Background: an optimization exercise with open tools, aiming at small area, a short achievable clock period and few clock cycles per item. Do not read the settings as production practice.
Only simulation tests tie the RTL to the original design; equivalence was not proved.
No activity file was given, so power comes from the tool's default toggle rates.

### design/flow/config.mk
export PLATFORM = sky130hd
export DESIGN_NAME = digraph_letter_sentence_histogram
export DESIGN_NICKNAME = digraph_letter_sentence_histogram
export VERILOG_FILES = /design/flow/design.v
export SDC_FILE = /design/flow/constraint.sdc
export NUM_CORES = 4
export LEC_CHECK = 0
export CAP_MARGIN = 20
export CORE_MARGIN = 2
export CORE_UTILIZATION = 40
export SLEW_MARGIN = 20
### design/flow/constraint.sdc
create_clock -name core_clock -period 6.0 [get_ports {aclk}]
set_input_delay 1.2000 -clock core_clock [delete_from_list [all_inputs] [get_ports {aclk}]]
set_output_delay 1.2000 -clock core_clock [all_outputs]
set_load 0.01 [all_outputs]
### design/flow/design.v
package dlsh_pkg;
    localparam int NUM_LETTERS_DEF = 36;
    localparam int COUNT_WIDTH_DEF = 16;
endpackage
module digraph_letter_sentence_histogram (
    input  logic        aclk,
    input  logic        aresetn,
    input  logic        s_valid,
    output logic        s_ready,
    input  logic        s_func,
    input  logic [15:0] s_char_code,
    output logic        m_valid,
    input  logic        m_ready,
    output logic [5:0]  m_letter_index,
    output logic [15:0] m_letter_count,
    output logic [15:0] m_sentence_length,
    output logic        m_last
);
    localparam int DW = 2;
    localparam logic [DW-1:0] DFULL = '1;
    function automatic logic [5:0] glob_a(input int j);
        logic [5:0] r;
        case (j / 2)
            0:       r = 6'd4;
            1:       r = 6'd9;
            2:       r = 6'd15;
            3:       r = 6'd18;
            4:       r = 6'd23;
            5:       r = 6'd25;
            6:       r = 6'd27;
            7:       r = 6'd31;
            default: r = 6'd34;
        endcase
        glob_a = r + 6'(j % 2);
    endfunction
    function automatic logic [5:0] glob_b(input int j);
        case (j)
            0:  glob_b = 6'd0;
            1:  glob_b = 6'd1;
            2:  glob_b = 6'd2;
            3:  glob_b = 6'd3;
            4:  glob_b = 6'd6;
            5:  glob_b = 6'd7;
            6:  glob_b = 6'd8;
            7:  glob_b = 6'd11;
            8:  glob_b = 6'd12;
            9:  glob_b = 6'd13;
            10: glob_b = 6'd14;
            11: glob_b = 6'd17;
            12: glob_b = 6'd20;
            13: glob_b = 6'd21;
            14: glob_b = 6'd22;
            15: glob_b = 6'd29;
            16: glob_b = 6'd30;
            default: glob_b = 6'd33;
        endcase
    endfunction
    function automatic logic [5:0] gmap(input logic [5:0] g);
        logic [5:0] r;
        r = {1'b1, 5'd17};
        for (int j = 0; j < 18; j++) begin
            if (g == glob_a(j)) r = {1'b1, 5'(j)};
            if (g == glob_b(j)) r = {1'b0, 5'(j)};
        end
        gmap = r;
    endfunction
    function automatic logic [15:0] sat_inc(input logic [15:0] x);
        sat_inc = (x == 16'hFFFF) ? x : x + 16'd1;
    endfunction
    typedef struct packed {
        logic       f;       
        logic       cd;      
        logic       cq;      
        logic       cs;      
        logic       cctl;    
        logic       cnul;    
        logic       isb;     
        logic [4:0] bl;
        logic       isl;     
        logic [3:0] ll;
        logic [3:0] tl;      
    } req_t;
    function automatic req_t decode(input logic f, input logic [15:0] c);
        req_t       r;
        logic       hz, asc, ext;
        logic [4:0] n;
        r    = '0;
        hz   = (c[15:8] == 8'h00);
        asc  = hz && (c[7:6] == 2'b01) && !f;
        ext  = hz && (c[7:6] == 2'b11) && !f;
        n    = c[4:0];
        r.f    = f;
        r.cd   = !f && (c == 16'h002E);
        r.cq   = !f && (c == 16'h003F);
        r.cs   = !f && (c == 16'h0020);
        r.cctl = !f && ((c == 16'h000A) || (c == 16'h000C) || (c == 16'h000D));
        r.cnul = !f && (c == 16'h0000);
        if (asc) begin
            case (n)
                5'd1:  begin r.isb = 1'b1; r.bl = 5'd0;  end
                5'd2:  begin r.isb = 1'b1; r.bl = 5'd1;  end
                5'd3:  begin r.isb = 1'b1; r.bl = 5'd2;  end
                5'd4:  begin r.isl = 1'b1; r.ll = 4'd0;  end
                5'd5:  begin r.isb = 1'b1; r.bl = 5'd4;  end
                5'd6:  begin r.isb = 1'b1; r.bl = 5'd6;  end
                5'd7:  begin r.isl = 1'b1; r.ll = 4'd1;  end
                5'd8:  begin r.isb = 1'b1; r.bl = 5'd7;  end
                5'd9:  begin r.isb = 1'b1; r.bl = 5'd8;  end
                5'd10: begin r.isb = 1'b1; r.bl = 5'd9;  end
                5'd11: begin r.isb = 1'b1; r.bl = 5'd10; end
                5'd12: begin r.isl = 1'b1; r.ll = 4'd2;  end
                5'd13: begin r.isb = 1'b1; r.bl = 5'd11; end
                5'd14: begin r.isl = 1'b1; r.ll = 4'd3;  end
                5'd15: begin r.isb = 1'b1; r.bl = 5'd12; end
                5'd16: begin r.isb = 1'b1; r.bl = 5'd13; end
                5'd17: begin r.isb = 1'b1; r.bl = 5'd14; end
                5'd18: begin r.isl = 1'b1; r.ll = 4'd4;  end
                5'd19: begin r.isl = 1'b1; r.ll = 4'd5;  end
                5'd20: begin r.isl = 1'b1; r.ll = 4'd6;  end
                5'd21: begin r.isb = 1'b1; r.bl = 5'd15; end
                5'd22: begin r.isb = 1'b1; r.bl = 5'd16; end
                5'd24: begin r.isl = 1'b1; r.ll = 4'd7;  end
                5'd25: begin r.isb = 1'b1; r.bl = 5'd17; end
                5'd26: begin r.isl = 1'b1; r.ll = 4'd8;  end
                default: ;
            endcase
            r.tl[0] = (n == 5'd8);    
            r.tl[1] = (n == 5'd10);   
            r.tl[2] = (n == 5'd12);   
            r.tl[3] = (n == 5'd18);   
        end
        if (ext) begin
            case (n)
                5'd7:  begin r.isb = 1'b1; r.bl = 5'd3; end   
                5'd11: begin r.isb = 1'b1; r.bl = 5'd5; end   
                default: ;
            endcase
        end
        decode = r;
    endfunction
    function automatic logic [3:0] tail_of(input logic [3:0] l);
        case (l)
            4'd1, 4'd3: tail_of = 4'b0010;   
            4'd2:       tail_of = 4'b0100;   
            4'd4:       tail_of = 4'b1000;   
            default:    tail_of = 4'b0001;   
        endcase
    endfunction
    logic        r0_v, sk_v, s_rdy;
    req_t        r0, sk;
    logic        pend_v;
    logic [3:0]  pend_l;
    logic [3:0]  pend_t;
    logic        prev_dot, prev_q;
    logic        lenz;
    logic [15:0] len;
    logic        win, win2, silent;
    logic [35:0] opv;         
    logic [5:0]  e;
    logic        eA;
    logic [4:0]  eloc;
    logic [15:0] emit_len, emit_len2;
    logic [DW-1:0] dA [18];
    logic [DW-1:0] dB [18];
    logic        opA_v, opB_v;
    logic [4:0]  opA_i, opB_i;
    logic        wbA_v, wbB_v, wbA_inc, wbB_inc;
    logic [4:0]  wbA_i, wbB_i;
    logic [15:0] rdA, rdB;
    logic [DW-1:0] dv;
    logic [15:0] cA [18];
    logic [15:0] cB [18];
    logic        m_v, q_v, m_lst;
    logic [15:0] m_cnt, q_cnt;
    logic [5:0]  m_idx;
    logic emit_now, push, pop, drained;
    assign emit_now = opv[35] && (eA ? !opA_v : !opB_v) && (silent || !q_v);
    assign push     = emit_now && !silent;
    assign pop      = m_v && m_ready;
    assign drained  = win && !opv[35] && !m_v && !q_v;
    logic [17:0] oldA_v, oldB_v, blkA_v, blkB_v, fullA_v, fullB_v;
    always_comb begin
        for (int j = 0; j < 18; j++) begin
            oldA_v[j]  = win2 || (emit_now ? opv[glob_a(j) - 6'd1] : opv[glob_a(j)]);
            blkA_v[j]  = win2 && opv[glob_a(j)];
            fullA_v[j] = (dA[j] == DFULL);
            if (glob_b(j) == 6'd0)
                oldB_v[j] = win2 || (!emit_now && opv[0]);
            else
                oldB_v[j] = win2 || (emit_now ? opv[glob_b(j) - 6'd1] : opv[glob_b(j)]);
            blkB_v[j]  = win2 && opv[glob_b(j)];
            fullB_v[j] = (dB[j] == DFULL);
        end
    end
    logic       pm, cont, chr, is_end, is_skip, grow, close, doB, setp;
    logic [4:0] aloc;
    logic       oldA, oldB, stall, fire1;
    assign pm      = pend_v && ((pend_t & r0.tl) != 4'b0000);
    assign cont    = !pm;
    assign chr     = cont && !r0.f;
    assign is_end  = cont && ((r0.cd && !prev_dot) || (r0.cq && !prev_q));
    assign is_skip = cont && (r0.cctl || (r0.cs && lenz) || (r0.cd && prev_dot));
    assign grow    = pm || (chr && !is_skip && !r0.cnul);
    assign close   = cont && (r0.f ? !lenz : is_end);
    assign doB     = cont && r0.isb;
    assign setp    = cont && r0.isl;
    assign aloc    = {pend_l, pm};
    assign oldA    = oldA_v[aloc];
    assign oldB    = oldB_v[r0.bl];
    assign stall = (close && win2)
                || (pend_v && (blkA_v[aloc] || (oldA && fullA_v[aloc])))
                || (doB && (blkB_v[r0.bl] || (oldB && fullB_v[r0.bl])));
    assign fire1 = r0_v && !stall;
    req_t din;
    assign din     = decode(s_func, s_char_code);
    assign s_ready = s_rdy;
    always_ff @(posedge aclk) begin
        if (!aresetn) begin
            r0_v  <= 1'b0;
            sk_v  <= 1'b0;
            s_rdy <= 1'b1;
        end else if (!r0_v || fire1) begin
            r0_v  <= sk_v || s_valid;
            sk_v  <= 1'b0;
            s_rdy <= 1'b1;
        end else if (s_valid && !sk_v) begin
            sk_v  <= 1'b1;
            s_rdy <= 1'b0;
        end
    end
    always_ff @(posedge aclk) begin
        if (!r0_v || fire1) r0 <= sk_v ? sk : din;
        if (!sk_v) sk <= din;
    end
    logic [15:0] len_inc, len_fin;
    assign len_inc = sat_inc(len);
    assign len_fin = grow ? len_inc : len;
    always_ff @(posedge aclk) begin
        if (!aresetn) begin
            pend_v   <= 1'b0;
            prev_dot <= 1'b0;
            prev_q   <= 1'b0;
            lenz     <= 1'b1;
            len      <= 16'd0;
            opA_v    <= 1'b0;
            opB_v    <= 1'b0;
        end else begin
            opA_v <= fire1 && pend_v && !oldA;
            opB_v <= fire1 && doB && !oldB;
            if (fire1) begin
                pend_v <= setp;
                if (is_end || is_skip) begin
                    prev_dot <= r0.cd;
                    prev_q   <= r0.cq;
                end else if (cont && (r0.isb || r0.isl)) begin
                    prev_dot <= 1'b0;
                    prev_q   <= 1'b0;
                end
                if (close) begin
                    len  <= 16'd0;
                    lenz <= 1'b1;
                end else if (grow) begin
                    len  <= len_inc;
                    lenz <= 1'b0;
                end
            end
        end
    end
    always_ff @(posedge aclk) begin
        if (fire1) begin
            opA_i <= aloc;
            opB_i <= r0.bl;
        end
        if (fire1 && setp) begin
            pend_l <= r0.ll;
            pend_t <= tail_of(r0.ll);
        end
        if (fire1 && close) emit_len2 <= len_fin;
        if (fire1 && close && (!win || drained)) begin
            emit_len <= len_fin;
        end else if (drained && win2) begin
            emit_len <= emit_len2;
        end
    end
    logic [5:0] gm_next;
    assign gm_next = gmap(emit_now ? e + 6'd1 : 6'd0);
    always_ff @(posedge aclk) begin
        if (!aresetn) begin
            win    <= 1'b1;
            win2   <= 1'b0;
            silent <= 1'b1;
            opv    <= '1;
            e      <= 6'd0;
            eA     <= 1'b0;
            eloc   <= 5'd0;
            for (int j = 0; j < 18; j++) begin
                dA[j] <= '0;
                dB[j] <= '0;
            end
        end else begin
            if (emit_now) begin
                e          <= e + 6'd1;
                {eA, eloc} <= gm_next;
                opv        <= {opv[34:0], 1'b0};
                if (fire1 && close) win2 <= 1'b1;
            end else if (drained) begin
                silent <= 1'b0;
                if (win2 || (fire1 && close)) begin
                    win2       <= 1'b0;
                    e          <= 6'd0;
                    {eA, eloc} <= gm_next;
                    opv        <= '1;
                end else begin
                    win <= 1'b0;
                end
            end else if (fire1 && close) begin
                if (win) begin
                    win2 <= 1'b1;
                end else begin
                    win        <= 1'b1;
                    e          <= 6'd0;
                    {eA, eloc} <= gm_next;
                    opv        <= '1;
                end
            end
            for (int j = 0; j < 18; j++) begin
                if (emit_now && eA && (eloc == 5'(j)))
                    dA[j] <= '0;
                else if (fire1 && pend_v && oldA && (aloc == 5'(j)))
                    dA[j] <= dA[j] + DW'(1);
                if (emit_now && !eA && (eloc == 5'(j)))
                    dB[j] <= '0;
                else if (fire1 && doB && oldB && (r0.bl == 5'(j)))
                    dB[j] <= dB[j] + DW'(1);
            end
        end
    end
    logic [4:0]  aA, aB;
    logic [15:0] frA, frB, wdA, wdB;
    assign aA  = opA_v ? opA_i : eloc;
    assign aB  = opB_v ? opB_i : eloc;
    assign wdA = wbA_inc ? sat_inc(rdA) : {{(16-DW){1'b0}}, dv};
    assign wdB = wbB_inc ? sat_inc(rdB) : {{(16-DW){1'b0}}, dv};
    assign frA = (wbA_v && (wbA_i == aA)) ? wdA : cA[aA];
    assign frB = (wbB_v && (wbB_i == aB)) ? wdB : cB[aB];
    always_ff @(posedge aclk) begin
        if (!aresetn) begin
            wbA_v <= 1'b0;
            wbB_v <= 1'b0;
        end else begin
            wbA_v <= opA_v || (emit_now && eA);
            wbB_v <= opB_v || (emit_now && !eA);
        end
    end
    always_ff @(posedge aclk) begin
        wbA_i   <= aA;
        wbB_i   <= aB;
        wbA_inc <= opA_v;
        wbB_inc <= opB_v;
        rdA     <= frA;
        rdB     <= frB;
        dv      <= eA ? dA[eloc] : dB[eloc];
        for (int j = 0; j < 18; j++) begin
            if (wbA_v && (wbA_i == 5'(j))) cA[j] <= wdA;
            if (wbB_v && (wbB_i == 5'(j))) cB[j] <= wdB;
        end
    end
    always_ff @(posedge aclk) begin
        if (!aresetn) begin
            m_v   <= 1'b0;
            q_v   <= 1'b0;
            m_idx <= 6'd0;
            m_lst <= 1'b0;
        end else begin
            if (pop) begin
                m_idx <= m_lst ? 6'd0 : m_idx + 6'd1;
                m_lst <= (m_idx == 6'd34);
            end
            if (pop || !m_v) begin
                if (q_v) begin
                    m_v <= 1'b1;
                    q_v <= 1'b0;
                end else begin
                    m_v <= push;
                end
            end else if (push) begin
                q_v <= 1'b1;
            end
        end
    end
    always_ff @(posedge aclk) begin
        if (pop || !m_v) m_cnt <= q_v ? q_cnt : (eA ? frA : frB);
        if (!q_v) q_cnt <= eA ? frA : frB;
    end
    assign m_valid           = m_v;
    assign m_letter_index    = m_idx;
    assign m_letter_count    = m_cnt;
    assign m_sentence_length = emit_len;
    assign m_last            = m_lst;
endmodule
### design/flow/run.sh
#!/bin/bash
# synth_recipe.tcl (not shown) runs the flow's synth.tcl, then flattens the netlist and writes it again
# the make line also repeats each setting of config.mk as NAME=value (left out here)
make -C /OpenROAD-flow-scripts/flow DESIGN_CONFIG=/design/flow/config.mk WORK_HOME=/design/flow/orfs CLKGATE_MAP_FILE= SYNTH_SCRIPT=/design/flow/synth_recipe.tcl finish
==> impl.org, run 1 <==
** Run status
- The flow ran to the end and the layout has no timing, DRC or antenna violations.

** Final layout
- Compared with the post-synthesis result, the final layout area differs by 15.2%.
- Net count of the finished layout :: 3300
- Design Area, Final :: 44600 um^2
- Cells with a size suffix above 1 make up 11.5% of the layout.
- Total area of sequential cells :: 24800 um^2
- 0 antenna diodes ended up in the layout.
- Final Non-Filler Cells :: 4590
- Fillers :: 8682
- For this run, the share of the core covered by cells in the final layout is 46.3%.
- Multi-input logic area :: 13300 um^2

** STA
- Across the routed clock network, the largest skew measured is 0.0563 ns.
- Based on the critical path, the design can be clocked at up to 189 MHz.
- Hold violation count in the final report :: 0
- Setup slack on the critical path of the routed design comes to 0.703 ns.
- The tightest hold path in the finished design has a slack of 0.461 ns.
- Worst slew margin relative to its limit :: 23.8%
- Adding up every negative setup slack in the final design gives 0 ns.
- Dividing the final minimum period by the clock period gives 88.3%.
- Actual slew at the worst max-slew pin :: 1.14 ns
- # setup viols final :: 0
- Setup repair after global routing left no endpoint under its margin.
- Final worst path period need :: 5.30 ns
- Number of slew-limit violations in the final report :: 0

** Detailed routing
- Initial detailed-routing violation count :: 3380
- Antenna-violating nets left :: 0
- After detailed routing, the number of vias per cell comes to 5.97.
- Drt drc :: 0
- Average detailed-routed wire length per instance :: 24.6 um
- Summing over every cut layer, the via total after detailed routing is 27.4k.
- Number of detailed-routing iterations run before antenna repair :: 7
- The final layout contains routed wiring with a total length of 113 mm.

** Clock tree
- Clock sink count :: 905
- H-tree levels :: 3
- In this run, post-CTS hold repair placed 0 buffers.
- Clock tree from TritonCTS :: done
- The number of setup buffers added after CTS is 0.
- Clk Latency, worst-skew pair :: 0.69 ns
- Clock Tree Root :: clkbuf_16
- Number of CTS-inserted buffers :: 96
- In this run the deepest clock path goes through 3 buffers.
- Count of instances resized after the clock tree is built :: 0
- After clock tree synthesis, the clock-pin slew on the worst setup and hold paths is 0.06 ns.

** Placement
- In this run the tool buffered the top-level ports with 61 buffer cells.
- Placed Cells :: 4409
- DPL Wire Length :: 72.2 mm
- Placement Cell Area :: 41300 um^2
- Post-place setup slack :: 0.749 ns
- Routability-driven placement finished with a final weighted congestion of 0.893.

** Power and ir drop
- Total power per unit cell area :: 320 nW/um^2
- VDD sags by at most 0.000233 V.
- In this run the static leakage power is 15.6 nW.
- Power, Total :: 14.3 mW

** Logic synthesis
- Dominant combinational cell family by area after synthesis :: compound AO/OA/AOI/OAI gates
- The synthesized design spends more area on one cell type than any other, namely edfxtp_1.
- Cell variety after synth :: 88
- After technology mapping, the gate count stands at 3147.
- After Yosys synthesis, and, or, nand and nor cells account for 12.6% of the synthesized area.
- Cell area after technology mapping :: 38700 um^2
- Average size of a mapped cell :: 12.3 um^2
- Synthesized flop and latch total :: 905
- The top cell type by area accounts for 51.5% of the synthesized area.
- Yosys warns :: 5
- Among all flip-flop cells after synthesis, the most frequent one is edfxtp_1.
- Number of flops mapped to enable cells by yosys :: 663
- Summing the areas of all xor and xnor instances in the mapped netlist gives 1.27% of the synthesized area.
- Portion of netlist area occupied by mux cells :: 3.96%
- Counting every net in the synthesized netlist gives 3215.
- Of all flip-flops after synthesis, the portion carrying an async set or reset was 0%.
- Summing the areas of all compound-gate instances in the mapped netlist gives 14.3% of the synthesized area.
- Share of synthesized cell area in full adder, half adder and majority cells :: 1.52%
- Fraction of the yosys area taken by sequential cells :: 64.0%
- Largest cells by area after synthesis :: edfxtp_1 51%, dfxtp_1 13%, nand2_1 3.4%

** GRT
- Fraction of met3 tracks used by global routing :: 2.90%
- Routing usage on met2 :: 35.2%
- Wire length of the first global-routing pass :: 167 mm
- Largest net degree at the start of global routing :: 40
- After global routing, the most crowded layer is met2.
- Global routing consumed, over all layers together, 22.3% of the routing resources.
- Met1 track demand over resource :: 32.2%
- Number of global-route vias before repair :: 26.0k
- The initial antenna violation count came to 2.
- Residual overflow from global routing :: 0

** Die
- From bottom edge to top edge, the die measures 315 um.
- Total Die Area :: 99200 um^2
- 62 I/O pins were placed.
- Floorplan die width :: 315 um
- Placement row count :: 114
- Core box area :: 96300 um^2
- Effective utilization at floorplan :: 40.2%

** Worst setup path
- Required time of the worst setup path :: 6.29 ns
- The worst setup path is captured at a register.
- Arrival time reported for the critical path endpoint :: 5.59 ns
- Critical path fanouts, max :: 23
- Critical path start-end classification :: reg -> reg
- Crit path launch type :: register

** Flow run
- Across the run, the number of max-cap violations was 0.

** Worst hold path
- In this run the worst hold path is classified as reg -> reg.
final cells by class:
type	instances	area share, %
clock buffers	117	5.82
well taps	1276	3.58
repair buffers	169	3.19
inverters	57	0.480
multi-input cells	2003	29.9
clock inverters	63	1.49
flip-flops and latches	905	55.5
power by group:
| part | internal [mW] | switching, mW | total (mW) |
|---|---|---|---|
| clock network | 3.49 | 2.55 | 6.05 |
| registers | 6.90 | 0.182 | 7.08 |
| logic | 0.423 | 0.730 | 1.15 |
cells in the mapped netlist (all sizes together), types with 8 or more instances:
cell type and number:
edfxtp 663, nand2 346, dfxtp 242, nor2 184
clkbuf 154, a21oi 126, a22oi 120, mux2i 112
nand3 93, o21ai 93, nand4 80, a221oi 79
a22o 59, inv 55, nor3 54, nand2b 48
ha 47, a31oi 44, nor4 34, and3 33
o22a 33, xor2 32, mux2 30, buf 28
xnor2 24, nor2b 23, o22ai 18, o31ai 17
or3 17, a222oi 16, nand3b 14, a211oi 13
o211ai 13, a21boi 12, o21a 12, or4 10
and2 9, o2bb2ai 9, o41ai 9, or3b 9
a32oi 8, nand4b 8, nor3b 8
layout by cell type (no fill, tap or decap), types with 61 or more instances in the layout:
master / netlist / routed
o21ai_0: 89 / 88
clkbuf_16: 0 / 99
nor2_1: 184 / 160
dfxtp_1: 242 / 242
mux2i_1: 111 / 108
a22oi_1: 120 / 120
nand2_1: 346 / 346
buf_4: 0 / 108
nand4_1: 80 / 80
edfxtp_1: 663 / 663
clkdlybuf4s50_1: 0 / 61
a21oi_1: 126 / 125
nand3_1: 93 / 92
final timing paths:
check,start,endpoint,slack (ns),depth (start not counted)
worst max-delay path,opB_v$_SDFF_PN0_,emit_len[5]$_DFFE_PP_,0.70,10
worst min-delay path,sk[8]$_DFF_P_,sk[8]$_DFF_P_,0.46,2
worst max register to register,opB_v$_SDFF_PN0_,emit_len[5]$_DFFE_PP_,0.70,10
worst min register to register,sk[8]$_DFF_P_,sk[8]$_DFF_P_,0.46,2
state kept, by name, summed over array words and instances (netlist names), 21 cells and up:
name  cells
cA      288
cB      288
dA       36
dB       36
opv      36
r0       21
sk       21
critical path, stage by stage, from the launching register on:
cell and delay, ns:
dfxtp_1 0.55, mux2i_2 0.64, nand3_1 0.55, buf_4 0.35
nor2_1 0.12, a221oi_1 0.10, or4_1 0.60, or2_0 0.29
a2111oi_4 0.45, a21boi_4 0.60, nand2b_1 0.68
logic make-up (layout without fill, tap and decap cells):
kind of cell,Yosys count,in the layout
AO/OA/AOI/OAI,760,760
XOR/XNOR,56,56
buffers and inverters,239,406
adder cells (fa/ha/maj),47,47
multiplexers,145,145
flip-flops,905,905
AND/OR/NAND/NOR,995,995
per-layer routing:
layer	part of all wire [%]	wire length, um
met1	44	49800
met5	0	0
met3	7.6	8620
met4	2.6	2880
met2	46	51500
Testbench counts, summed over its fixed seeds: cycles 34,895, items 32,123.
==> run 2, diff against run 1 <==
--- a/design/flow/design.v
+++ b/design/flow/design.v
@@ -156,3 +156,3 @@
     logic [15:0] len;
-    logic        win, win2, silent;
+    logic        win, win2, silent, fresh;
     logic [35:0] opv;         
@@ -165,3 +165,2 @@
     logic        opA_v, opB_v;
-    logic [4:0]  opA_i, opB_i;
     logic        wbA_v, wbB_v, wbA_inc, wbB_inc;
@@ -176,3 +175,3 @@
     logic emit_now, push, pop, drained;
-    assign emit_now = opv[35] && (eA ? !opA_v : !opB_v) && (silent || !q_v);
+    assign emit_now = opv[35] && !fresh && (eA ? !opA_v : !opB_v) && (silent || !q_v);
     assign push     = emit_now && !silent;
@@ -180,8 +179,8 @@
     assign drained  = win && !opv[35] && !m_v && !q_v;
-    logic [17:0] oldA_v, oldB_v, blkA_v, blkB_v, fullA_v, fullB_v;
+    logic [17:0] oldA_v, oldB_v, xA_v, xB_v;
     always_comb begin
         for (int j = 0; j < 18; j++) begin
-            oldA_v[j]  = win2 || (emit_now ? opv[glob_a(j) - 6'd1] : opv[glob_a(j)]);
-            blkA_v[j]  = win2 && opv[glob_a(j)];
-            fullA_v[j] = (dA[j] == DFULL);
+            oldA_v[j] = win2 || (emit_now ? opv[glob_a(j) - 6'd1] : opv[glob_a(j)]);
+            xA_v[j]   = (win2 && opv[glob_a(j)])
+                     || ((win2 || opv[glob_a(j)]) && (dA[j] == DFULL));
             if (glob_b(j) == 6'd0)
@@ -190,4 +189,4 @@
                 oldB_v[j] = win2 || (emit_now ? opv[glob_b(j) - 6'd1] : opv[glob_b(j)]);
-            blkB_v[j]  = win2 && opv[glob_b(j)];
-            fullB_v[j] = (dB[j] == DFULL);
+            xB_v[j]   = (win2 && opv[glob_b(j)])
+                     || ((win2 || opv[glob_b(j)]) && (dB[j] == DFULL));
         end
@@ -209,5 +208,8 @@
     assign oldB    = oldB_v[r0.bl];
+    logic xa_s, xa_d;
+    assign xa_s  = xA_v[{pend_l, 1'b0}];
+    assign xa_d  = xA_v[{pend_l, 1'b1}];
     assign stall = (close && win2)
-                || (pend_v && (blkA_v[aloc] || (oldA && fullA_v[aloc])))
-                || (doB && (blkB_v[r0.bl] || (oldB && fullB_v[r0.bl])));
+                || (pend_v && (pm ? xa_d : xa_s))
+                || (doB && xB_v[r0.bl]);
     assign fire1 = r0_v && !stall;
@@ -269,6 +271,2 @@
     always_ff @(posedge aclk) begin
-        if (fire1) begin
-            opA_i <= aloc;
-            opB_i <= r0.bl;
-        end
         if (fire1 && setp) begin
@@ -285,3 +283,8 @@
     logic [5:0] gm_next;
-    assign gm_next = gmap(emit_now ? e + 6'd1 : 6'd0);
+    logic       eA_n;
+    logic [4:0] eloc_n;
+    logic       open_now;
+    assign gm_next  = gmap(emit_now ? e + 6'd1 : 6'd0);
+    assign open_now = drained ? (win2 || (fire1 && close)) : (!win && fire1 && close);
+    assign {eA_n, eloc_n} = (emit_now || open_now) ? gm_next : {eA, eloc};
     always_ff @(posedge aclk) begin
@@ -291,2 +294,3 @@
             silent <= 1'b1;
+            fresh  <= 1'b0;
             opv    <= '1;
@@ -300,2 +304,3 @@
         end else begin
+            fresh <= open_now && !win2;
             if (emit_now) begin
@@ -338,9 +343,18 @@
     logic [4:0]  aA, aB;
-    logic [15:0] frA, frB, wdA, wdB;
-    assign aA  = opA_v ? opA_i : eloc;
-    assign aB  = opB_v ? opB_i : eloc;
+    logic [15:0] raA, raB, frA, frB, wdA, wdB;
+    always_ff @(posedge aclk) begin
+        if (!aresetn) begin
+            aA <= 5'd0;
+            aB <= 5'd0;
+        end else begin
+            aA <= (fire1 && pend_v && !oldA) ? aloc : eloc_n;
+            aB <= (fire1 && doB && !oldB) ? r0.bl : eloc_n;
+        end
+    end
+    assign raA = cA[aA];
+    assign raB = cB[aB];
     assign wdA = wbA_inc ? sat_inc(rdA) : {{(16-DW){1'b0}}, dv};
     assign wdB = wbB_inc ? sat_inc(rdB) : {{(16-DW){1'b0}}, dv};
-    assign frA = (wbA_v && (wbA_i == aA)) ? wdA : cA[aA];
-    assign frB = (wbB_v && (wbB_i == aB)) ? wdB : cB[aB];
+    assign frA = (wbA_v && (wbA_i == aA)) ? wdA : raA;
+    assign frB = (wbB_v && (wbB_i == aB)) ? wdB : raB;
     always_ff @(posedge aclk) begin
@@ -391,4 +405,4 @@
     always_ff @(posedge aclk) begin
-        if (pop || !m_v) m_cnt <= q_v ? q_cnt : (eA ? frA : frB);
-        if (!q_v) q_cnt <= eA ? frA : frB;
+        if (pop || !m_v) m_cnt <= q_v ? q_cnt : (eA ? raA : raB);
+        if (!q_v) q_cnt <= eA ? raA : raB;
     end
--- a/design/flow/config.mk
+++ b/design/flow/config.mk
@@ -7,2 +7,3 @@
 export LEC_CHECK = 0
+export ABC_CLOCK_PERIOD_IN_PS = 2700
 export CAP_MARGIN = 20
@@ -10,2 +11,3 @@
 export CORE_UTILIZATION = 40
+export SETUP_SLACK_MARGIN = 3.3
 export SLEW_MARGIN = 20
==> impl.org, run 2 <==
** Run status
- The flow ran to the end and the layout has no timing, DRC or antenna violations.

** GRT
- The global router's overall resource usage was 22.4% (+0.12 points).
- Largest net degree at the start of global routing :: 36 (-10%)
- Residual overflow from global routing :: 0 (unchanged)
- The initial antenna violation count was 0 (-2).
- Number of global-route vias before repair :: 26.4k (+1.8%)
- The first-pass GRT wire length was 168 mm (+0.50%).

** Clock tree
- TritonCTS built the clock tree.
- The cts-stage hold buffer count came to 0 (unchanged).
- Clock sink count :: 906 (+0.11%)
- H-tree levels :: 3 (unchanged)
- The clock input transition at the sequential cells of the worst setup and hold paths came to 0.07 ns (about the same).
- The number of buffers between clock root and the deepest sink was 3 (unchanged).
- Clk Latency, worst-skew pair :: 0.68 ns (about the same)
- The number of clock buffers inserted by TritonCTS is 93 (-3.1%).
- Clock Tree Root :: clkbuf_16

** STA
- Setup repair after global routing could not meet its margin everywhere.
- Worst slew margin relative to its limit :: 32.5% (+8.7 points)
- Worst Clk Skew :: 0.0374 ns (-0.0189 ns)
- Hold violation count in the final report :: 0 (unchanged)
- The fraction of the cycle the final worst path needs was 49.6% (-39 points).
- The final count of negative-setup-slack endpoints was 0 (unchanged).
- Final worst path period need :: 2.97 ns (-2.32 ns)
- Actual slew at the worst max-slew pin :: 1.01 ns (-0.135 ns)
- The maximum frequency from static timing analysis was 336 MHz (+78%).
- Number of slew-limit violations in the final report :: 0 (unchanged)
- Setup_tns :: 0 ns (unchanged)

** Final layout
- The number of nets in the layout was 3433 (+4.0%).
- The sequential cell area in the final layout is 24700 um^2 (-0.17%).
- The ratio of cells with drive above 1 in the final layout came to 21.6% (+10 points).
- Fillers :: 8235 (-5.1%)
- The total inserted antenna cells is 0 (unchanged).
- Most frequent standard cell in the layout excluding fill and tap cells :: edfxtp_1
- Relative to the synthesized area, the layout overhead comes to 23.4%.
- Commonest cells after routing, fill and taps aside :: 653 x edfxtp_1, 282 x nand2_1, 233 x dfxtp_1
- Multi-input logic area :: 14900 um^2 (+12%)
- Largest registers ranked by flip-flop count :: cA (288), cB (288)

** Die
- The overall die area was 98800 um^2 (-0.42%).
- The vertical die dimension is 314 um (-0.21%).
- The starting density of the core is 40.4% (+0.24 points).
- Core box area :: 95300 um^2 (-1.0%)
- Floorplan die width :: 314 um (-0.21%)
- Placement row count :: 113 (-0.88%)
- The top-level port count was 62 (unchanged).

** Logic synthesis
- Total nets after synthesis :: 3179 (-1.1%)
- The area fraction of the dominant cell type after synthesis came to 50.9% (-0.56 points).
- The number of different library cells in the post-synthesis netlist is 92 (+4.5%).
- Largest cells by area after synthesis :: edfxtp_1 51%, dfxtp_1 13%, a22oi_1 4.2%
- Asr flop ratio synth :: 0% (unchanged)
- Top post-synthesis cells by count :: 653 x edfxtp_1, 288 x nand2_1, 253 x dfxtp_1
- Flip-flop cell with the highest count after synthesis :: edfxtp_1
- The Yosys warning count came to 5 (unchanged).
- Summed over all instances, the cell type with the most area after synthesis is edfxtp_1.
- edfxtp_1 is the most common cell in the netlist.
- The average footprint of a synthesized cell was 12.4 um^2 (+0.73%).
- Count of mapped cells out of synthesis :: 3111 (-1.1%)
- Synthesized flop and latch total :: 906 (+0.11%)
- The number of enable flip-flop cells after synthesis is 653 (-1.5%).
- The total standard cell area after synthesis is 38500 um^2 (-0.42%).
- Fraction of the yosys area taken by sequential cells :: 64.0% (+0.064 points)

** Worst setup path
- Delay contributed by the slowest stage of the critical path :: 0.45 ns (-0.23 ns)
- The critical path data arrival time came to 3.56 ns (-2.03 ns).
- Required time of the worst setup path :: 6.59 ns (+0.30 ns)
- Crit path launch type :: register
- The largest fanout on the critical path is 5 (-78%).
- Kind of end point of the critical path :: register
- The slowest stage of the critical path is the or4_4 cell.
- The signal on the critical path passes through a22o_1 -> o21ai_4 -> buf_6 -> buf_6 -> buf_6 -> xnor2_2 -> o211ai_1 -> nor2b_2 -> buf_4 -> or4_4 -> or3_1 -> a21boi_1.
- The critical path in this run is classified as reg -> reg.
- CP most frequent cell :: buf_6

** Power and ir drop
- Peak VDD IR :: 0.000254 V (+8.7%)
- Leakage power summed over all cells :: 15.6 nW (+0.26%)
- Power, Total :: 14.0 mW (-2.0%)
- The cell area power density came to 294 nW/um^2 (-8.1%).

** Worst hold path
- HP Class :: reg -> reg

** Detailed routing
- The number of nets with antenna violations after routing was 0 (unchanged).
- Total via count in the routed design :: 28.0k (+2.0%)
- Via-per-instance ratio :: 5.95 (-0.41%)
- Average detailed-routed wire length per instance :: 24.5 um (-0.46%)
- Initial detailed-routing violation count :: 3270 (-3.3%)
- The DRC violation count after routing is 0 (unchanged).
- Number of detailed-routing iterations run before antenna repair :: 6 (-1)
- Wire length reported by the detailed router :: 115 mm (+1.9%)

** Placement
- The count of port buffers added during placement came to 61 (unchanged).
- DPL Wire Length :: 66.7 mm (-7.6%)
- The routability-driven placement congestion ratio is 0.896 (+0.31%).

** Flow run
- The number of max-cap violations was 0 (unchanged).
run 2: changes by cell type after synthesis, moves of 18 or more:
cell and delta:
a221oi_1 -47, a22o_1 -41, a22oi_1 +97, a31oi_1 -23, and3_1 -18, clkbuf_1 -30, inv_1 -20, mux2_2 +36
nand2_1 -58, nor2_1 +44, o21ai_0 +23
run 2: cells by family after synthesis:
| kind of cell | Yosys count | share of synthesized area (%) |
|---|---|---|
| buffers and inverters | 203 | 2.15 |
| and+or+nand+nor | 960 | 12.1 |
| AOI/OAI and AO/OA | 758 | 13.9 |
| DFF | 906 | 64.0 |
| xor gates and xnor gates | 56 | 1.27 |
| adders and majority gates | 62 | 1.92 |
| muxes | 166 | 4.59 |
run 2: cell type report:
type                    count  share of cell area (%)
clock inverters            45                   0.987
repair buffers            306                    6.45
multi-input cells        2024                    31.4
well taps                1265                    3.33
flip-flops and latches    906                    52.0
inverters                  34                   0.274
clock buffers             121                    5.53
run 2: report_power, final:
group | switching, mW | internal [mW] | leakage (nW) | total [mW]
Clock | 2.49 | 3.33 | 1.50 | 5.82
Sequential | 0.131 | 6.84 | 7.27 | 6.97
Combinational | 0.744 | 0.457 | 6.86 | 1.20
Total | 3.36 | 10.6 | 15.6 | 14.0
run 2: routing by layer:
metal,global-route usage (%),wire length (um)
met4,7.29,3890
met3,3.20,8890
met2,35.8,53400
met1,31.5,48800
met5,0,0
run 2: worst paths after layout:
kind              cells past startpoint                endpoint        startpoint  slack (ns)
setup / recovery                     12  dA[11][0]$_SDFFE_PP0P_   r0[1]$_DFFE_PP_        3.03
hold / removal                        0         wbA_inc$_DFF_P_  opA_v$_SDFF_PN0_        0.43
setup reg to reg                     12  dA[11][0]$_SDFFE_PP0P_   r0[1]$_DFFE_PP_        3.03
hold reg to reg                       0         wbA_inc$_DFF_P_  opA_v$_SDFF_PN0_        0.43
run 2: repair_timing:
item | in CTS | in global routing
buffers inserted | 109 | 25
gates cloned | 16 | 16
endpoints found under the hold margin | 0 | 0
pin swaps | 94 | 105
resized for setup | 302 | 187
setup endpoints to repair | 801 | 442
run 2: critical path: cells and delay by family (launching register included):
family                    cells  cell delay, ns
xor gates and xnor gates      1            0.08
buffers and inverters         4            0.51
DFF                           1            0.39
AOI/OAI and AO/OA             4            0.98
and+or+nand+nor               3            0.94
run 2: stage by stage:
step / worst slack, ns / util (%) / hold slack (ns) / std cells / instance area (um^2)
2_1_floorplan: 3.15 / - / 0.329 / 3111 / 38600
3_3_place_gp: 1.93 / 43.1 / 0.367 / 4368 / 41000
3_5_place_dp: 1.85 / 43.1 / 0.383 / 4368 / 41000
4_1_cts: 3.08 / 48.6 / 0.421 / 4659 / 46300
5_1_grt: 2.95 / 49.9 / 0.440 / 4701 / 47500
6_report: 3.03 / 49.9 / 0.426 / 4701 / 47500
Testbench counts of run 2, summed over its fixed seeds: cycles 35,107, items 32,123.
==> run 3, diff against run 2 <==
--- a/design/flow/config.mk
+++ b/design/flow/config.mk
@@ -13 +13,2 @@
 export SLEW_MARGIN = 20
+export TNS_END_PERCENT = 5
==> impl.org, run 3 <==
** Run status
- The flow ran to the end and the layout has no timing, DRC or antenna violations.

** GRT
- Number of global-route vias before repair :: 25.9k (-2.0%)
- The first-pass GRT wire length is 165 mm (-1.9%).
- The maximum number of pins on one net before global-route repair came to 47 (+31%).
- Global Route Usage Sum :: 22.0% (-0.42 points)
- Number of antenna violations at the first check in global routing :: 0 (unchanged)
- Residual overflow from global routing :: 0 (unchanged)

** STA
- The transition at the pin with the smallest max-transition slack came to 1.10 ns (+0.0983 ns).
- Setup repair after global routing could not meet its margin everywhere.
- The normalized max-slew margin came to 25.8% (-6.8 points).
- Setup_tns :: 0 ns (unchanged)
- The number of hold violations in the final report was 0 (unchanged).
- The final critical delay including setup and external delays is 3.09 ns (+0.112 ns).
- # setup viols final :: 0 (unchanged)
- Achievable Freq :: 324 MHz (-3.6%)
- The fraction of the cycle the final worst path needs came to 51.4% (+1.9 points).
- Number of slew-limit violations in the final report :: 0 (unchanged)
- The setup clock skew after layout came to 0.0452 ns (+0.00772 ns).

** Clock tree
- Clock Tree Root :: clkbuf_16
- The level count of the clock H-tree was 3 (unchanged).
- The clock input transition at the sequential cells of the worst setup and hold paths was 0.06 ns (about the same).
- Clk Latency, worst-skew pair :: 0.69 ns (about the same)
- The number of clock buffers inserted by TritonCTS came to 94 (+1.1%).
- Clock sink count :: 906 (unchanged)
- Maximum buffer depth of the clock tree :: 3 (unchanged)
- The cts-stage hold buffer count came to 0 (unchanged).
- TritonCTS built the clock tree.

** Logic synthesis
- In the synthesized netlist the dominant register cell turns out to be edfxtp_1.
- Number of flops mapped to enable cells by yosys :: 653 (unchanged)
- Yosys warns :: 5 (unchanged)
- The number of different library cells in the post-synthesis netlist is 92 (unchanged).
- Largest cells by area after synthesis :: edfxtp_1 51%, dfxtp_1 13%, a22oi_1 4.2%
- The synthesized net count was 3179 (unchanged).
- Cell area after technology mapping :: 38500 um^2 (unchanged)
- Asr flop ratio synth :: 0% (unchanged)
- The synthesized flop and latch total was 906 (unchanged).
- Average size of a mapped cell :: 12.4 um^2 (unchanged)
- Post-synth top area share :: 50.9% (unchanged)
- Most repeated cell in the gate-level netlist after synthesis :: edfxtp_1
- The proportion of synthesized chip area in sequential cells came to 64.0% (unchanged).
- By count the netlist is led by 653 x edfxtp_1, 288 x nand2_1, 253 x dfxtp_1.
- Most area-hungry cell type in the Yosys netlist :: edfxtp_1
- Count of mapped cells out of synthesis :: 3111 (unchanged)

** Final layout
- The area occupied by multi-input gates is 13700 um^2 (-8.3%).
- The number of fill cells in the layout came to 8550 (+3.8%).
- Synthesis-to-layout area growth :: 17.5%
- Fraction of layout cells with a size suffix above 1 :: 15.3% (-6.3 points)
- Net count of the finished layout :: 3341 (-2.7%)
- The sequential cell area in the final layout is 24700 um^2 (about the same).
- Commonest cells after routing, fill and taps aside :: 653 x edfxtp_1, 286 x nand2_1, 246 x dfxtp_1
- Largest registers ranked by flip-flop count :: cA (288), cB (288)
- The final instance count without filler cells is 4618 (-1.8%).
- The total inserted antenna cells came to 0 (unchanged).
- Most frequent standard cell in the layout excluding fill and tap cells :: edfxtp_1
- Share of the core filled with cells :: 47.5% (-2.4 points)

** Worst hold path
- For hold timing, the worst endpoint is wbB_i[3]$_DFF_P_.
- The worst hold path begins at aB[3]$_SDFF_PN0_.
- Worst Hold Depth :: 0 (unchanged)
- HP Class :: reg -> reg

** Detailed routing
- Average detailed-routed wire length per instance :: 24.0 um (-1.9%)
- The total wirelength of the detailed-routed design is 111 mm (-3.6%).
- The initial detailed-routing violation count is 3133 (-4.2%).
- Number of detailed-routing iterations run before antenna repair :: 10 (+4)
- The DRC violation count after routing came to 0 (unchanged).
- The number of nets with antenna violations after routing came to 0 (unchanged).
- Via-per-instance ratio :: 5.91 (-0.63%)
- Total via count in the routed design :: 27.3k (-2.4%)

** Worst setup path
- The length in cells of the worst reg-to-reg path is 7 (-5).
- The critical path is of the reg -> reg type.
- Destination of the worst register-to-register timing path :: dv[0]$_DFF_P_
- The largest fanout on the critical path was 8 (+3).
- The register-to-register setup slack is 2.91 ns (-0.11 ns).
- The critical path data required time came to 6.55 ns (-0.04 ns).
- STA classifies the critical path endpoint as a register.
- The critical path data arrival time came to 3.64 ns (+0.08 ns).
- The worst setup path is launched from a register.
- The worst register-to-register path begins at eloc[2]$_SDFFE_PN0P_.

** Die
- I/O Pins :: 62 (unchanged)
- Die boundary height :: 314 um (unchanged)
- The width of the die was 314 um (unchanged).
- Core box area :: 95300 um^2 (unchanged)
- Placement row count :: 113 (unchanged)
- Total Die Area :: 98800 um^2 (unchanged)
- Effective utilization at floorplan :: 40.4% (unchanged)

** Placement
- Gpl congestion :: 0.920 (+2.7%)
- DPL Wire Length :: 68.0 mm (+2.1%)
- Port Buffers :: 61 (unchanged)
- Placed Cells :: 4372 (+0.092%)

** Power and ir drop
- Total power per unit cell area :: 304 nW/um^2 (+3.4%)
- The total power is 13.8 mW (-1.5%).
- Peak VDD IR :: 0.000224 V (-12%)
- Leakage power summed over all cells :: 14.7 nW (-6.2%)

** Flow run
- The number of max-cap violations was 0 (unchanged).
-- run 3: critical path, stage by stage (launching register included) --
cell	delay, ns
dfxtp_1	0.62
or3b_2	0.59
nor3_1	0.87
a22o_1	0.28
a221oi_1	0.07
nand4_1	0.16
nor2_1	0.09
a31oi_1	0.28
-- run 3: worst max-delay path by stage --
| stage | startpoint | endpoint | slack (ns) | depth (start not counted) |
|---|---|---|---|---|
| final | eloc[2]$_SDFFE_PN0P_ | dv[0]$_DFF_P_ | 2.91 | 7 |
| after global routing | aresetn | dB[7][0]$_SDFFE_PP0P_ | 2.88 | 7 |
| after CTS | r0[1]$_DFFE_PP_ | dA[11][0]$_SDFFE_PP0P_ | 3.03 | 10 |
| after detailed placement | eA$_SDFFE_PN0P_ | aB[3]$_SDFF_PN0_ | 1.91 | 9 |
| after global placement | s_char_code[3] | r0[10]$_DFFE_PP_ | 2.01 | 8 |
| after floorplan | pend_t[0]$_DFFE_PP_ | emit_len2[0]$_DFFE_PP_ | 3.15 | 9 |
-- run 3: cells by family after synthesis --
family	share of synthesized area, %
AOI/OAI and AO/OA	13.9
muxes	4.59
xor gates and xnor gates	1.27
adders and majority gates	1.92
DFF	64.0
buffers and inverters	2.15
and+or+nand+nor	12.1
-- run 3: timing repair --
action                                  4_1_cts  5_1_grt
buffers inserted                             48       10
pin swaps                                    31        2
endpoints found under the setup margin      718      656
cloned                                        8        3
gates resized for setup                      93       13
-- run 3: power by group --
part	internal, mW	switching (mW)
Combinational	0.421	0.670
Clock	3.22	2.48
Sequential	6.84	0.150
-- run 3: per-layer routing --
metal	wire, um	global-route usage [%]
met1	47300	30.6
met2	51800	35.4
met3	8430	3.67
met4	3290	6.29
met5	0	0
-- run 3: final cells by class --
| cell class | instances | share of cell area [%] |
|---|---|---|
| inverter | 34 | 0.282 |
| clock inverter | 45 | 1.01 |
| clock buffer | 131 | 5.71 |
| tap | 1265 | 3.50 |
| timing repair buffer | 228 | 4.70 |
| sequential | 906 | 54.5 |
| multi-input combinational | 2009 | 30.3 |
-- run 3: metrics by stage --
step,setup WS (ns),instance area (um^2),hold slack [ns]
4_1_cts,3.03,45100,0.438
3_3_place_gp,2.01,41000,0.409
5_1_grt,2.88,45300,0.456
2_1_floorplan,3.15,38600,0.329
6_report,2.91,45300,0.441
3_5_place_dp,1.91,41100,0.414
==> run 4, diff against run 3 <==
--- a/design/flow/config.mk
+++ b/design/flow/config.mk
@@ -10,5 +10,5 @@
 export CORE_MARGIN = 2
-export CORE_UTILIZATION = 40
+export CORE_UTILIZATION = 55
+export CTS_BUF_LIST = sky130_fd_sc_hd__clkbuf_8
 export SETUP_SLACK_MARGIN = 3.3
 export SLEW_MARGIN = 20
-export TNS_END_PERCENT = 5
==> impl.org, run 4 <==
** Detailed routing
- The via count was 29.0k (+6.2%).
- Number of detailed-routing iterations run before antenna repair :: 7 (-3)
- The number of nets with antenna violations after routing came to 0 (unchanged).
- Drt drc :: 0 (unchanged)
- Initial detailed-routing violation count :: 3144 (+0.35%)
- The routed length per instance was 26.7 um (+11%).
- Via-per-instance ratio :: 6.46 (+9.3%)
- Wire length reported by the detailed router :: 120 mm (+8.0%)

** Placement
- Gpl congestion :: 0.911 (-0.96%)
- DPL Wire Length :: 70.6 mm (+3.7%)
- The post-place setup slack is 1.56 ns (-0.352 ns).
- Placed Cells :: 4038 (-7.6%)
- The post-detailed-placement cell area is 40600 um^2 (-1.1%).
- The count of port buffers added during placement came to 61 (unchanged).

** Die
- Floorplan die width :: 269 um (-15%)
- The count of standard-cell rows was 97 (-14%).
- Die boundary height :: 269 um (-15%)
- Total Die Area :: 72200 um^2 (-27%)
- The starting density of the core came to 55.3% (+15 points).
- Core box area :: 69700 um^2 (-27%)
- The top-level port count came to 62 (unchanged).

** Worst setup path
- The slowest stage of the critical path is the edfxtp_1 cell.
- Crit path launch type :: register
- Combined buffer and inverter count along the critical path :: 8 (+8)
- Required time of the worst setup path :: 6.69 ns (+0.14 ns)
- Cell count of the worst reg-to-reg path :: 16 (+9)
- Delay contributed by the slowest stage of the critical path :: 0.39 ns (-0.48 ns)
- The critical path data arrival time is 3.96 ns (+0.32 ns).
- Critical path fanouts, max :: 7 (-1)
- The number of cells on the critical path came to 16 (+9).
- STA classifies the critical path endpoint as a register.
- Traced cell by cell, the critical path runs through a22o_1 -> o21ai_4 -> mux2i_1 -> a222oi_1 -> buf_4 -> buf_4 -> buf_6 -> buf_6 -> buf_6 -> a21oi_4 -> a211oi_4 -> buf_4 -> buf_12 -> buf_12 -> nand2_8 -> o22a_1.
- Broken down by cell family, the worst path's largest delay share belongs to compound AO/OA/AOI/OAI gates.
- Critical path start-end classification :: reg -> reg

** Logic synthesis
- Largest cells by area after synthesis :: edfxtp_1 51%, dfxtp_1 13%, a22oi_1 4.2%
- Fraction of the yosys area taken by sequential cells :: 64.0% (unchanged)
- The commonest cells after synthesis are 653 x edfxtp_1, 288 x nand2_1, 253 x dfxtp_1.
- Most area-hungry cell type in the Yosys netlist :: edfxtp_1
- The average footprint of a synthesized cell came to 12.4 um^2 (unchanged).
- The total standard cell area after synthesis was 38500 um^2 (unchanged).
- Cell variety after synth :: 92 (unchanged)
- Flip-flop cell with the highest count after synthesis :: edfxtp_1
- Post-synth top area share :: 50.9% (unchanged)
- Yosys instantiated no cell more often than edfxtp_1.
- The number of enable flip-flop cells after synthesis is 653 (unchanged).
- The async set-or-reset flop fraction in the synthesized netlist came to 0% (unchanged).
- The count of mapped cells out of synthesis is 3111 (unchanged).
- Total nets after synthesis :: 3179 (unchanged)
- The Yosys warning count came to 5 (unchanged).
- The synthesized flop and latch total came to 906 (unchanged).

** Clock tree
- The clock input transition at the sequential cells of the worst setup and hold paths is 0.06 ns (about the same).
- The TritonCTS sink count is 906 (unchanged).
- The number of clock buffers inserted by TritonCTS is 147 (+56%).
- The tree is rooted in a clkbuf_8.
- Clock tree from TritonCTS :: done
- Clk Latency, worst-skew pair :: 0.81 ns (+0.12 ns)
- Maximum buffer depth of the clock tree :: 3 (unchanged)
- H-tree levels :: 4 (+1)
- The cts-stage hold buffer count came to 0 (unchanged).

** Final layout
- Design Area, Final :: 46900 um^2 (+3.6%)
- Fillers :: 5116 (-40%)
- Total area of sequential cells :: 24700 um^2 (about the same)
- The final cell utilization of the core came to 67.3% (+20 points).
- Net count of the finished layout :: 3499 (+4.7%)
- The largest registers in the layout are cA (288), cB (288).
- Commonest cells after routing, fill and taps aside :: 653 x edfxtp_1, 279 x nand2_1, 236 x dfxtp_1
- The final instance count without filler cells is 4485 (-2.9%).
- Multi-input logic area :: 14800 um^2 (+7.9%)
- Most frequent standard cell in the layout excluding fill and tap cells :: edfxtp_1
- Fraction of layout cells with a size suffix above 1 :: 22.6% (+7.3 points)
- From synthesis to final layout, the design area changed by 21.7%.

** GRT
- The overall overflow remaining after global route was 0 (unchanged).
- Largest net degree at the start of global routing :: 40 (-15%)
- Number of global-route vias before repair :: 28.3k (+9.2%)
- Wire length of the first global-routing pass :: 175 mm (+6.4%)
- The global router's overall resource usage came to 32.9% (+11 points).
- The initial antenna violation count was 3 (+3).

** STA
- Final worst path period need :: 3.27 ns (+0.184 ns)
- Actual slew at the worst max-slew pin :: 1.12 ns (+0.0190 ns)
- Hold violation count in the final report :: 0 (unchanged)
- The least setup slack across all paths after layout came to 2.73 ns (-0.184 ns).
- Worst Clk Skew :: 0.0486 ns (+0.00346 ns)
- Worst hold slack after final layout :: 0.393 ns (-0.0478 ns)
- Achievable Freq :: 306 MHz (-5.6%)
- # setup viols final :: 0 (unchanged)
- Final Cycle Share :: 54.5% (+3.1 points)
- The normalized max-slew margin came to 24.8% (-0.94 points).
- Setup repair after global routing could not meet its margin everywhere.
- The total negative setup slack came to 0 ns (unchanged).
- Number of slew-limit violations in the final report :: 0 (unchanged)

** Power and ir drop
- Leakage power summed over all cells :: 15.7 nW (+7.1%)
- The worst supply voltage drop on vdd came to 0.000170 V (-24%).
- Reg power frac :: 52.6% (+1.9 points)
- Proportion of power drawn by the clock network :: 38.4% (-2.9 points)
- The cell area power density came to 284 nW/um^2 (-6.7%).
- Power, Total :: 13.3 mW (-3.4%)
- Relative contribution of combinational cells to total power :: 9.0% (+1.1 points)
- Internal portion of total power :: 9.93 mW (-5.2%)
- The switching part of the total was 25.4% (+1.5 points).
- The power spent charging and discharging nets came to 3.39 mW (+2.5%).

** Run status
- The flow ran to the end and the layout has no timing, DRC or antenna violations.

** Worst hold path
- Worst Hold Depth :: 0 (unchanged)
- The path class of the tightest hold or removal check is reg -> reg.

** Flow run
- The number of max-cap violations came to 0 (unchanged).
-- run 4: cell types whose count changed in the layout (fill, tap and decap cells not counted), moves of 31 or more --
cell             delta
buf_4              +31
clkbuf_8          +147
clkdlybuf4s50_1    -44
buf_6              +31
inv_1              +60
clkbuf_16          -96
-- run 4: worst paths after layout --
path                            slack (ns)              from              endpoint
worst min-delay path                  0.39  opA_v$_SDFF_PN0_       wbA_inc$_DFF_P_
worst max register to register        2.73   r0[0]$_DFFE_PP_  opv[24]$_SDFFE_PN1P_
worst min register to register        0.39  opA_v$_SDFF_PN0_       wbA_inc$_DFF_P_
worst max-delay path                  2.73   r0[0]$_DFFE_PP_  opv[24]$_SDFFE_PN1P_
-- run 4: kinds of logic (layout without fill, tap and decap cells) --
family / after synthesis / in the layout / share of synthesized area, %
buffers and inverters: 203 / 617 / 2.15
other: 0 / 1 / 0
XOR/XNOR: 56 / 56 / 1.27
adder cells (fa/ha/maj): 62 / 62 / 1.92
AND/OR/NAND/NOR: 960 / 976 / 12.1
AO/OA/AOI/OAI: 758 / 761 / 13.9
multiplexers: 166 / 166 / 4.59
flip-flops: 906 / 906 / 64.0
-- run 4: final cells by class --
cell class	count	area share (%)
diodes	1	0.00534
multi-input cells	2021	31.5
clock inverters	109	1.47
flip-flops and latches	906	52.7
inverters	34	0.272
repair buffers	321	7.06
clock buffers	153	4.49
well taps	940	2.51
-- run 4: timing repair --
item,4_1_cts,5_1_grt
endpoints found under the setup margin,709,522
cloned,27,2
pin swaps,135,80
setup buffers,115,40
gates resized for setup,342,145
-- run 4: power groups by stage --
stage / combinational [mW] / sequential [mW] / clock [mW]
after global placement: 1.04 / 7.11 / 0
after floorplan: 0.654 / 7.07 / 0
after detailed placement: 1.05 / 7.12 / 0
final: 1.20 / 7.01 / 5.11
after global routing: 1.29 / 7.02 / 5.46
after CTS: 1.14 / 6.99 / 5.19
-- run 4: routing by layer --
metal | track usage, % | up-vias | part of all wire (%)
met5 | 0 | - | 0
met4 | 15.4 | 0 | 5.1
met1 | 43.1 | 14300 | 40
met2 | 53.5 | 1506 | 47
li1 | - | 12800 | -
met3 | 5.79 | 434 | 7.9
==> run 5, diff against run 4 <==
--- a/design/flow/design.v
+++ b/design/flow/design.v
@@ -18,4 +18,3 @@
 );
-    localparam int DW = 2;
-    localparam logic [DW-1:0] DFULL = '1;
+    localparam int DW = 3;
     function automatic logic [5:0] glob_a(input int j);
@@ -66,2 +65,10 @@
     endfunction
+    function automatic int dw_of(input logic [5:0] g);
+        case (g)
+            6'd6, 6'd7, 6'd12, 6'd18, 6'd23, 6'd27, 6'd29:
+                dw_of = 3;   
+            default:
+                dw_of = 2;
+        endcase
+    endfunction
     function automatic logic [15:0] sat_inc(input logic [15:0] x);
@@ -162,4 +169,5 @@
     logic [15:0] emit_len, emit_len2;
-    logic [DW-1:0] dA [18];
+    logic [DW-1:0] dA [18];   
     logic [DW-1:0] dB [18];
+    logic [17:0]   fullA, fullB;
     logic        opA_v, opB_v;
@@ -184,3 +192,3 @@
             xA_v[j]   = (win2 && opv[glob_a(j)])
-                     || ((win2 || opv[glob_a(j)]) && (dA[j] == DFULL));
+                     || ((win2 || opv[glob_a(j)]) && fullA[j]);
             if (glob_b(j) == 6'd0)
@@ -190,3 +198,3 @@
             xB_v[j]   = (win2 && opv[glob_b(j)])
-                     || ((win2 || opv[glob_b(j)]) && (dB[j] == DFULL));
+                     || ((win2 || opv[glob_b(j)]) && fullB[j]);
         end
@@ -299,6 +307,2 @@
             eloc   <= 5'd0;
-            for (int j = 0; j < 18; j++) begin
-                dA[j] <= '0;
-                dB[j] <= '0;
-            end
         end else begin
@@ -330,13 +334,28 @@
             end
-            for (int j = 0; j < 18; j++) begin
+        end
+    end
+    for (genvar j = 0; j < 18; j++) begin : g_d
+        localparam int WA = dw_of(glob_a(j));
+        localparam int WB = dw_of(glob_b(j));
+        logic [WA-1:0] ra;
+        logic [WB-1:0] rb;
+        always_ff @(posedge aclk) begin
+            if (!aresetn) begin
+                ra <= '0;
+                rb <= '0;
+            end else begin
                 if (emit_now && eA && (eloc == 5'(j)))
-                    dA[j] <= '0;
+                    ra <= '0;
                 else if (fire1 && pend_v && oldA && (aloc == 5'(j)))
-                    dA[j] <= dA[j] + DW'(1);
+                    ra <= ra + WA'(1);
                 if (emit_now && !eA && (eloc == 5'(j)))
-                    dB[j] <= '0;
+                    rb <= '0;
                 else if (fire1 && doB && oldB && (r0.bl == 5'(j)))
-                    dB[j] <= dB[j] + DW'(1);
+                    rb <= rb + WB'(1);
             end
         end
+        assign dA[j]    = DW'(ra);
+        assign dB[j]    = DW'(rb);
+        assign fullA[j] = &ra;
+        assign fullB[j] = &rb;
     end
--- a/design/flow/config.mk
+++ b/design/flow/config.mk
@@ -12,3 +12,3 @@
 export CTS_BUF_LIST = sky130_fd_sc_hd__clkbuf_8
-export SETUP_SLACK_MARGIN = 3.3
+export SETUP_SLACK_MARGIN = 3.1
 export SLEW_MARGIN = 20
==> impl.org, run 5 <==
** Power and ir drop
- The power spent charging and discharging nets came to 3.25 mW (-4.0%).
- The combinational power share is 8.0% (-1.0 points).
- Leakage power summed over all cells :: 15.7 nW (+0.18%)
- The switching part of the total was 24.6% (-0.83 points).
- Internal portion of total power :: 9.97 mW (+0.32%)
- Reg power frac :: 53.1% (+0.5 points)
- The total power came to 13.2 mW (-0.78%).
- Total power per unit cell area :: 283 nW/um^2 (-0.52%)
- The worst supply voltage drop on vdd is 0.000212 V (+25%).
- The clock share of power is 38.8% (+0.4 points).

** Detailed routing
- Initial detailed-routing violation count :: 2784 (-11%)
- Number of detailed-routing iterations run before antenna repair :: 8 (+1)
- The average via count per standard cell came to 6.43 (-0.51%).
- The routed length per instance came to 26.5 um (-0.77%).
- The total wirelength of the detailed-routed design is 116 mm (-3.3%).
- Drt drc :: 0 (unchanged)
- The via count was 28.1k (-3.1%).
- The number of nets with antenna violations after routing was 0 (unchanged).

** Die
- The placeable core region was 68700 um^2 (-1.4%).
- The vertical die dimension is 268 um (-0.32%).
- Floorplan die width :: 268 um (-0.32%)
- Total Die Area :: 71700 um^2 (-0.64%)
- The starting density of the core came to 55.7% (+0.41 points).
- The count of standard-cell rows was 96 (-1.0%).
- I/O Pins :: 62 (unchanged)

** STA
- # setup viols final :: 0 (unchanged)
- The fraction of the cycle the final worst path needs is 57.5% (+3.0 points).
- The least setup slack across all paths after layout was 2.55 ns (-0.177 ns).
- Setup repair after global routing could not meet its margin everywhere.
- Number of slew-limit violations in the final report :: 0 (unchanged)
- The tightest hold margin was 0.419 ns (+0.0263 ns).
- Worst slew margin relative to its limit :: 27.1% (+2.2 points)
- Final worst path period need :: 3.45 ns (+0.177 ns)
- Worst Clk Skew :: 0.0473 ns (-0.00129 ns)
- The maximum frequency from static timing analysis was 290 MHz (-5.1%).
- Setup_tns :: 0 ns (unchanged)
- Hold violation count in the final report :: 0 (unchanged)
- Actual slew at the worst max-slew pin :: 1.09 ns (-0.0340 ns)

** Logic synthesis
- The total standard cell area after synthesis came to 38300 um^2 (-0.65%).
- Most area-hungry cell type in the Yosys netlist :: edfxtp_1
- The synthesized flop and latch total was 914 (+0.88%).
- Largest cells by area after synthesis :: edfxtp_1 51%, dfxtp_1 14%, nor2_1 2.3%
- Most repeated cell in the gate-level netlist after synthesis :: edfxtp_1
- The number of different library cells in the post-synthesis netlist is 74 (-20%).
- Asr flop ratio synth :: 0% (unchanged)
- Top post-synthesis cells by count :: 653 x edfxtp_1, 261 x dfxtp_1, 232 x nor2_1
- Average size of a mapped cell :: 12.8 um^2 (+3.0%)
- Post-synth top area share :: 51.2% (+0.33 points)
- Flip-flop cell with the highest count after synthesis :: edfxtp_1
- Count of mapped cells out of synthesis :: 3000 (-3.6%)
- The proportion of synthesized chip area in sequential cells is 64.9% (+0.84 points).
- Yosys warns :: 5 (unchanged)
- The number of enable flip-flop cells after synthesis was 653 (unchanged).
- Total nets after synthesis :: 3075 (-3.3%)

** Placement
- The count of port buffers added during placement is 61 (unchanged).
- Placement Cell Area :: 40400 um^2 (-0.45%)
- Post-place setup slack :: 1.41 ns (-0.145 ns)
- The placed cell count is 3926 (-2.8%).
- The routability-driven placement congestion ratio was 0.946 (+3.9%).
- DPL Wire Length :: 69.5 mm (-1.4%)

** Clock tree
- Number of CTS-inserted buffers :: 149 (+1.4%)
- The clock input transition at the sequential cells of the worst setup and hold paths was 0.07 ns (about the same).
- The TritonCTS sink count is 914 (+0.88%).
- The insertion delay of the later-clocked pin in the worst-skew pair was 0.81 ns (about the same).
- The number of buffers between clock root and the deepest sink is 3 (unchanged).
- Clock tree from TritonCTS :: done
- H-tree levels :: 4 (unchanged)
- Clock tree synthesis selected as its root buffer the cell clkbuf_8.

** Flow run
- Number of max-cap violations :: 0 (unchanged)

** Worst setup path
- The slowest stage of the critical path is the or4_4 cell.
- Crit path launch type :: register
- CP most frequent cell :: ha_1
- Arrival time reported for the critical path endpoint :: 4.07 ns (+0.11 ns)
- The largest fanout on the critical path is 7 (unchanged).
- The critical path's largest stage delay is 0.50 ns (+0.11 ns).
- CP cell instances :: ha_1 -> ha_1 -> a21oi_1 -> o32ai_1 -> mux4_2 -> nand2b_1 -> a31o_4 -> or4_4 -> buf_4 -> nor4_4 -> mux2i_1 -> nor2_1
- The number of buffer and inverter instances along the worst setup path is 1 (-7).
- The worst setup path is captured at a register.
- Worst path top cell family by delay :: simple AND/OR/NAND/NOR gates
- Required time of the worst setup path :: 6.62 ns (-0.07 ns)
- The critical path in this run is classified as reg -> reg.

** GRT
- Largest net degree at the start of global routing :: 48 (+20%)
- The initial antenna violation count is 3 (unchanged).
- The global router's overall resource usage was 31.4% (-1.5 points).
- The overall overflow remaining after global route was 0 (unchanged).
- The via count of the first global-routing pass was 27.2k (-3.8%).
- The first-pass GRT wire length is 167 mm (-4.7%).

** Final layout
- The final instance count without filler cells was 4370 (-2.6%).
- In the layout the commonest cells are 653 x edfxtp_1, 238 x dfxtp_1, 211 x nand2_1.
- The library cell used most frequently in the layout, excluding fill and tap cells, is edfxtp_1.
- The ratio of cells with drive above 1 in the final layout was 23.9% (+1.3 points).
- The number of nets in the layout came to 3391 (-3.1%).
- The final cell utilization of the core was 68.1% (+0.76 points).
- Design Area, Final :: 46800 um^2 (-0.26%)
- Relative to the synthesized area, the layout overhead comes to 22.2%.
- Largest registers ranked by flip-flop count :: cA (288), cB (288), g_d.rb (40)
- Fillers :: 4964 (-3.0%)

** Run status
- Outcome :: complete, no violations

** Worst hold path
- HP Class :: reg -> reg
-- run 5: cell type report --
cell class                 instances  area, um^2  area share, %
sequential                       914       24900           53.2
multi-input combinational       1908       14600           31.2
timing repair buffer             307        3130           6.68
clock buffer                     166        2280           4.88
tap                              931        1160           2.49
clock inverter                   106         562           1.20
inverter                          34         139          0.297
timing repair inverter             2        13.8         0.0294
antenna                            2        5.00         0.0107
-- run 5: repair_timing --
item                                    in CTS  in global routing
gates cloned                                14                 10
endpoints found under the setup margin     512                430
hold buffers                                 0                  0
gates resized for setup                    251                248
pin swaps                                   49                141
setup buffers                               94                 52
-- run 5: power groups by stage --
stage,clock network (mW),registers (mW),logic [mW]
detailed placement,0,7.14,0.941
global route,5.47,7.04,1.13
finish,5.13,7.02,1.06
global placement,0,7.14,0.927
CTS,5.21,7.01,0.998
floorplan,0,7.10,0.593
-- run 5: kinds of logic after synthesis --
group	after synthesis	synth area share [%]
flip-flops	914	64.9
multiplexers	151	4.40
XOR/XNOR	80	1.83
AND/OR/NAND/NOR	862	11.2
buffers and inverters	191	1.93
AO/OA/AOI/OAI	733	13.6
adder cells (fa/ha/maj)	69	2.16
-- run 5: final timing paths --
check | slack, ns | endpoint | startpoint | cells after the start
min reg2reg | 0.42 | wbA_i[2]$_DFF_P_ | aA[2]$_SDFF_PN0_ | 0
min | 0.42 | wbA_i[2]$_DFF_P_ | aA[2]$_SDFF_PN0_ | 0
max | 2.55 | g_d[6].rb[1]$_SDFFE_PP0P_ | g_d[8].ra[1]$_SDFFE_PP0P_ | 12
max reg2reg | 2.55 | g_d[6].rb[1]$_SDFFE_PP0P_ | g_d[8].ra[1]$_SDFFE_PP0P_ | 12
-- run 5: worst reg2reg max path: cells and delay by family (launching register included) --
family | cells | cell delay, ns
adder cells (fa/ha/maj) | 2 | 0.41
flip-flops | 1 | 0.36
AO/OA/AOI/OAI | 3 | 0.53
multiplexers | 2 | 0.81
buffers and inverters | 1 | 0.18
AND/OR/NAND/NOR | 4 | 0.98
-- run 5: layer usage --
layer / part of all wire (%) / GRT usage (%) / wire length, um / vias up
met5: 0.010 / 0 / 12 / -
met4: 4.4 / 13.2 / 5070 / 2
met3: 7.0 / 4.61 / 8120 / 285
met2: 47 / 51.0 / 54700 / 1355
met1: 41 / 42.5 / 47800 / 14100
li1: - / - / - / 12400
Testbench counts of run 5, summed over its fixed seeds: cycles 34,123, items 32,123.

[separate check: timing with driven ports]
How much do the figures lean on ideal ports? The routed layouts below were timed once more, with nothing changed but the port constraints. Step 1: set_driving_cell puts a clkbuf_16 on aclk and a buf_2 on each other input, an assumption about the parent block. Step 2 times the ports against the registers' clock, not the clock port: input delays grow and output delays shrink by t, the midpoint of the rising clock arrivals with the driver on. a / b / c = ideal / step 1 / step 2; a / b = the first two.
run | t, ns | slack for setup (ns) | hold slack, ns | worst setup path at the end | clock arrival spread, ns
run 1 | 0.738 | 0.703 / 0.703 / 0.703 | 0.461 / 0.461 / 0.461 | register to register | 0.057 / 0.056
run 2 | 0.724 | 3.025 / 3.025 / 2.582 | 0.426 / 0.426 / 0.426 | input to register | 0.042 / 0.043
run 3 | 0.732 | 2.913 / 2.913 / 2.293 | 0.441 / 0.441 / 0.441 | input to register | 0.049 / 0.049
run 4 | 0.845 | 2.729 / 2.729 / 2.196 | 0.393 / 0.393 / 0.393 | input to register | 0.049 / 0.049
run 5 | 0.847 | 2.551 / 2.551 / 2.394 | 0.419 / 0.419 / 0.419 | input to register | 0.048 / 0.048
After both steps setup and hold are still met in every run listed. For run 3, which loses most, drivers alone change the setup slack by 0.000 ns; drivers and shift together by -0.620 ns.
